Background: an optimization exercise with open tools, aiming at small area, a short achievable clock period and few clock cycles per item. Do not read the settings as production practice. At most, simulation tests tie the RTL to the original design; equivalence was not proved. Power figures rest on the tool's default switching activity, not on a simulated workload.

## P
Design layer_top, start of the top module:
module layer_top (
  input  logic  clk,
  input  logic  reset,
  input  logic  s_valid,
  output logic  s_ready,
  input  layer_pkg::data_t data_in,
  output logic  m_valid,
  input  logic  m_ready,
  output layer_pkg::data_t data_out
);
Size in the first run: roughly 2600 cells after synthesis, roughly 650 flip-flops, roughly 38 I/O pins, about 34000 µm² of cells after synthesis.
==> module layer_sequencer, before the edit <==
module layer_sequencer #(
  parameter int DEPTH = 3,      
  parameter int NF    = 4       
) (
  input  logic       clk,
  input  logic       reset,
  input  logic       s_valid,
  output logic       s_ready,
  input  logic       m_ready,
  output logic       m_valid,
  output logic       in_xfer,    
  output logic       x_load,     
  output logic [15:0] out_j,     
  output logic       issue,      
  output logic       out_en,     
  output logic       out_fifo,   
  output logic [NF-1:0] fifo_wr,   
  output logic [NF-1:0] fifo_rd    
);
  localparam int CREDITS = NF + 1;    
  logic [6:0]         in_cnt;    
  logic               busy;      
  logic [DEPTH-1:0]   pv;        
  logic [CREDITS-1:0] pend;      
  logic [NF-1:0]      wr_ptr;    
  logic [NF-1:0]      fifo_cnt;  
  logic               y_valid;   
  logic               out_xfer;
  logic               push;
  logic               pop;
  logic               last;      
  logic [6:0]         in_cnt_n;
  logic               free_n;    
  logic               busy_n;
  logic [15:0]        out_j_n;
  logic [CREDITS-1:0] pend_n;
  logic               issue_n;
  assign y_valid  = pv[DEPTH-1];
  assign out_xfer = m_valid && m_ready;
  assign out_en   = !m_valid || m_ready;
  assign out_fifo = fifo_cnt[0];
  assign pop      = out_en && out_fifo;
  assign push     = y_valid && !(out_en && !out_fifo);    
  assign fifo_wr  = y_valid ? wr_ptr : '0;
  assign in_xfer  = s_valid && s_ready;
  assign last     = issue && out_j[15];
  assign x_load   = in_xfer && in_cnt[6];
  always_comb begin
    in_cnt_n = in_cnt;
    if (x_load)       in_cnt_n = '0;
    else if (in_xfer) in_cnt_n = {in_cnt[5:0], 1'b1};
    busy_n  = x_load || (busy && !last);
    out_j_n = issue ? {out_j[14:0], out_j[15]} : out_j;    
    pend_n  = pend;
    if (issue && !out_xfer)      pend_n = {pend[CREDITS-2:0], 1'b1};
    else if (!issue && out_xfer) pend_n = {1'b0, pend[CREDITS-1:1]};
    issue_n = busy_n && !pend_n[CREDITS-1];
    free_n  = !busy_n || (issue_n && out_j_n[15]);
  end
  always_ff @(posedge clk) begin
    if (reset) begin
      in_cnt   <= '0;
      s_ready  <= 1'b1;
      busy     <= 1'b0;
      out_j    <= 16'h0001;
      pv       <= '0;
      pend     <= '0;
      issue    <= 1'b0;
      wr_ptr   <= NF'(1);
      fifo_rd  <= NF'(1);
      fifo_cnt <= '0;
      m_valid  <= 1'b0;
    end else begin
      in_cnt  <= in_cnt_n;
      s_ready <= !in_cnt_n[6] || free_n;
      busy    <= busy_n;
      out_j   <= out_j_n;
      pend    <= pend_n;
      issue   <= issue_n;
      pv      <= {pv[DEPTH-2:0], issue};
      if (push) wr_ptr  <= {wr_ptr[NF-2:0], wr_ptr[NF-1]};
      if (pop)  fifo_rd <= {fifo_rd[NF-2:0], fifo_rd[NF-1]};
      if (push && !pop)      fifo_cnt <= {fifo_cnt[NF-2:0], 1'b1};
      else if (!push && pop) fifo_cnt <= {1'b0, fifo_cnt[NF-1:1]};
      if (out_en) m_valid <= out_fifo || y_valid;
    end
  end
endmodule
clock: 8.0 ns
lec_check: 0
cap_margin: 20
core_margin: 2
core_utilization: 40
cts_cluster_diameter: 120
cts_cluster_size: 20
place_density: 0.6
setup_slack_margin: 5
slew_margin: 20
standard.sh (not shown) runs the stock make flow with config.mk's settings and CLKGATE_MAP_FILE= SYNTH_SCRIPT=/design/flow/synth_recipe.tcl, a recipe that flattens the netlist after the stock synthesis.
==> flow/flow/run.sh <==
#!/bin/bash
# The standard layout with two changes:
# - Yosys's synth runs without its quick ABC pass (-noabc), so the adder tree reaches
#   extract_fa as written and maps to full and half adder cells without inverters
#   between them. The rest of synthesis (including the final ABC mapping) is standard.
# - The port buffers are buf_2 cells instead of the delay cells buffer_ports picks.
# Every other step is the standard one. Each tool's output is in flow_make.log and in
# ORFS's own logs under orfs/logs.
set -euo pipefail
cd "$(dirname "$0")/.."
sed '1s/yosys synth -nofsm -noshare /yosys synth -nofsm -noshare -noabc /' synth_recipe.tcl > noabc_synth.tcl
grep -q -- '-noabc' noabc_synth.tcl
sed "s#SYNTH_SCRIPT=[^ ]*#SYNTH_SCRIPT=$PWD/noabc_synth.tcl 'BUFFER_PORTS_ARGS=-buffer_cell sky130_fd_sc_hd__buf_2'#" standard.sh > noabc_standard.sh
grep -q 'noabc_synth.tcl' noabc_standard.sh
bash noabc_standard.sh > flow_make.log 2>&1
test -f out/final.def
Testbench counts of P, summed over its fixed seeds: cycles 3,160, vectors 192.
Changes in Q relative to P:
diff --git a/flow/design.v b/flow/design.v
--- a/flow/design.v
+++ b/flow/design.v
@@ -2265,10 +2265,11 @@
   logic               push;
   logic               pop;
   logic               last;      
   logic [6:0]         in_cnt_n;
   logic               free_n;    
+  logic               s_block;   
   logic               busy_n;
   logic [15:0]        out_j_n;
   logic [CREDITS-1:0] pend_n;
   logic               issue_n;
   assign y_valid  = pv[DEPTH-1];
@@ -2276,11 +2277,11 @@
   assign out_en   = !m_valid || m_ready;
   assign out_fifo = fifo_cnt[0];
   assign pop      = out_en && out_fifo;
   assign push     = y_valid && !(out_en && !out_fifo);    
   assign fifo_wr  = y_valid ? wr_ptr : '0;
-  assign in_xfer  = s_valid && s_ready;
+  assign in_xfer  = s_valid && !s_block;
   assign last     = issue && out_j[15];
   assign x_load   = in_xfer && in_cnt[6];
   always_comb begin
     in_cnt_n = in_cnt;
     if (x_load)       in_cnt_n = '0;
@@ -2295,10 +2296,11 @@
   end
   always_ff @(posedge clk) begin
     if (reset) begin
       in_cnt   <= '0;
       s_ready  <= 1'b1;
+      s_block  <= 1'b0;
       busy     <= 1'b0;
       out_j    <= 16'h0001;
       pv       <= '0;
       pend     <= '0;
       issue    <= 1'b0;
@@ -2307,10 +2309,11 @@
       fifo_cnt <= '0;
       m_valid  <= 1'b0;
     end else begin
       in_cnt  <= in_cnt_n;
       s_ready <= !in_cnt_n[6] || free_n;
+      s_block <= in_cnt_n[6] && !free_n;
       busy    <= busy_n;
       out_j   <= out_j_n;
       pend    <= pend_n;
       issue   <= issue_n;
       pv      <= {pv[DEPTH-2:0], issue};
--- outcome ---
Cmp Q vs P: total detailed-routing wirelength higher in Q. Delta (Q minus P): cell depth of the worst setup path +8; number of vias per cell went down. In terms of area of the die, P and Q differ only marginally. Diff P -> Q | leakage component of the power | up slightly. In the final reports, the cell area of Q is larger than that of P. Looking at timing startpoint of the critical path, the i_sequencer.s_ready$_SDFF_PP1_ result is from P; the i_datapath.i_engine.r2_q[26]$_DFF_P_ one comes from Q. Q vs P — final cycle utilization of the critical path rose 0.79 points.
For Q, only the layout was checked, not whether the RTL still works.

what the ideal ports hide:
The flow's constraints put no driver on any port. The routed layouts listed below were extracted and timed again, unchanged, in two steps. Step 1: set_driving_cell puts a clkbuf_16 on clk and a buf_2 on each other input, an assumption about the parent block. Step 2 times the ports against the registers' clock, not the clock port: input delays grow and output delays shrink by t, the midpoint of the rising clock arrivals with the driver on. a / b / c = ideal ports / drivers / drivers and shift; a / b = the first two.
run	t, ns	setup slack, ns	worst setup path after step 2	latest minus earliest clock arrival (ns)
P	0.666	5.009 / 4.940 / 4.501	input to register	0.045 / 0.045
Q	0.662	4.945 / 4.945 / 4.627	input to register	0.036 / 0.036
After both steps setup and hold are still met in every run listed. For P, which loses most, drivers alone change the setup slack by -0.069 ns; drivers and shift together by -0.508 ns.
